Background: an optimization exercise with open tools, aiming at small area, a short achievable clock period and few clock cycles per item. Do not read the settings as production practice. Only simulation tests tie the RTL to the original design; equivalence was not proved. Power and IR drop assume default switching activity.

Design cnn_top, start of the top module:
module cnn_top (
	input  wire                          clk,
	input  wire                          reset_b,
	input  wire                          run,
	output logic                         busy,
	output logic [cnn_pkg::addr_w-1:0]   input_sram_read_address,
	input  wire  [cnn_pkg::data_w-1:0]   input_sram_read_data,
	output logic [cnn_pkg::addr_w-1:0]   weights_sram_read_address,
	input  wire  [cnn_pkg::data_w-1:0]   weights_sram_read_data,
	output logic                         output_sram_write_enable,
	output logic [cnn_pkg::addr_w-1:0]   output_sram_write_address,
	output logic [cnn_pkg::data_w-1:0]   output_sram_write_data
);
Size in the first run: roughly 2900 cells after synthesis, about 89 I/O pins, about 32000 um2 of cells after synthesis.
export LEC_CHECK = 0
export CAP_MARGIN = 20
export CORE_MARGIN = 2
export CORE_UTILIZATION = 30
export SLEW_MARGIN = 20
create_clock -name core_clock -period 10.0 [get_ports {clk}]
standard.sh (not shown) runs the stock make flow with config.mk's settings and CLKGATE_MAP_FILE= SYNTH_SCRIPT=/design/flow/synth_recipe.tcl, a recipe that flattens the netlist after the stock synthesis.
==> flow/flow/run.sh <==
#!/bin/bash
# Layout flow: the standard flow (standard.sh) with these changes:
#  - after synthesis, fa_polarity.py flips full adders to drop the
#    inverters Yosys leaves between them (same function, same registers);
#  - port buffers use a stronger cell;
#  - setup repair aims below the clock period;
#  - the clock tree uses clkbuf_8 below a clkbuf_16 root.
# Each tool's output goes to its own log in this folder.
set -e
R=$PWD/orfs/results/sky130hd/cnn_top/base
export BUFFER_PORTS_ARGS="-buffer_cell sky130_fd_sc_hd__buf_2"
export SETUP_SLACK_MARGIN=6.9
export CTS_ARGS="-sink_clustering_enable -repair_clock_nets -sink_clustering_size 20 -sink_clustering_max_diameter 50 -buf_list sky130_fd_sc_hd__clkbuf_8 -root_buf sky130_fd_sc_hd__clkbuf_16"
bash standard.sh $R/1_2_yosys.v > synth.log 2>&1
python3 flow/fa_polarity.py $R/1_2_yosys.v $R/1_2_yosys_pol.v > fa_polarity.log 2>&1
mv $R/1_2_yosys_pol.v $R/1_2_yosys.v
bash standard.sh > standard.log 2>&1
Other scripts of this flow, unchanged in this note and not shown: flow/flow/fa_polarity.py
The baseline completed without violations.
Testbench counts at the start, summed over its fixed seeds: cycles 83,542, windows 19,159.
Then changed:
--- a/flow/flow/run.sh
+++ b/flow/flow/run.sh
@@ -10,5 +10,5 @@
 R=$PWD/orfs/results/sky130hd/cnn_top/base
 export BUFFER_PORTS_ARGS="-buffer_cell sky130_fd_sc_hd__buf_2"
-export SETUP_SLACK_MARGIN=6.9
+export SETUP_SLACK_MARGIN=7.0
 export CTS_ARGS="-sink_clustering_enable -repair_clock_nets -sink_clustering_size 20 -sink_clustering_max_diameter 50 -buf_list sky130_fd_sc_hd__clkbuf_8 -root_buf sky130_fd_sc_hd__clkbuf_16"
 bash standard.sh $R/1_2_yosys.v > synth.log 2>&1
CORE_UTILIZATION = 45   (was 30)
Setup slack gains 86 ps.
Wire length drops by 0.76%.
Power barely changes.
Then changed:
--- a/flow/flow/run.sh
+++ b/flow/flow/run.sh
@@ -11,5 +11,5 @@
 export BUFFER_PORTS_ARGS="-buffer_cell sky130_fd_sc_hd__buf_2"
 export SETUP_SLACK_MARGIN=7.0
-export CTS_ARGS="-sink_clustering_enable -repair_clock_nets -sink_clustering_size 20 -sink_clustering_max_diameter 50 -buf_list sky130_fd_sc_hd__clkbuf_8 -root_buf sky130_fd_sc_hd__clkbuf_16"
+export CTS_ARGS="-sink_clustering_enable -repair_clock_nets -sink_clustering_size 18 -sink_clustering_max_diameter 45 -buf_list sky130_fd_sc_hd__clkbuf_8 -root_buf sky130_fd_sc_hd__clkbuf_16"
 bash standard.sh $R/1_2_yosys.v > synth.log 2>&1
 python3 flow/fa_polarity.py $R/1_2_yosys.v $R/1_2_yosys_pol.v > fa_polarity.log 2>&1
CORE_UTILIZATION = 50   (was 45)
The changed run ran to the end with no violations.
Total power is higher by a little under a tenth.
Routed wire length is higher slightly.
Via count is higher slightly.
Design area is higher slightly.

## static timing again, ports no longer ideal
Ports are ideal in the flow. The routed layouts listed here were re-timed in OpenROAD. Step 1 assumes that a clkbuf_16 drives the clock port and a buf_2 every other input. Step 2 moves the port delays by t, midway between the first and last clock arrival at a register: inputs arrive t later, outputs are due t later. That takes back most of the time a late clock gives input paths. Slacks: ideal ports / drivers / drivers and shift; pairs: ideal ports / drivers.
| run | t, ns | setup slack, ns | worst setup path after step 2 | worst register clock-pin slew, ns |
|---|---|---|---|---|
| the first run | 0.692 | 6.804 / 6.799 / 6.411 | input to register | 0.11 / 0.11 |
| the second run | 0.659 | 6.891 / 6.831 / 6.485 | input to register | 0.12 / 0.12 |
| the third run | 0.659 | 6.901 / 6.836 / 6.539 | input to register | 0.10 / 0.10 |
After both steps every run listed still meets setup and hold. The setup slack of the second run, which loses most, moves by -0.060 ns with the drivers and by -0.406 ns with both steps.
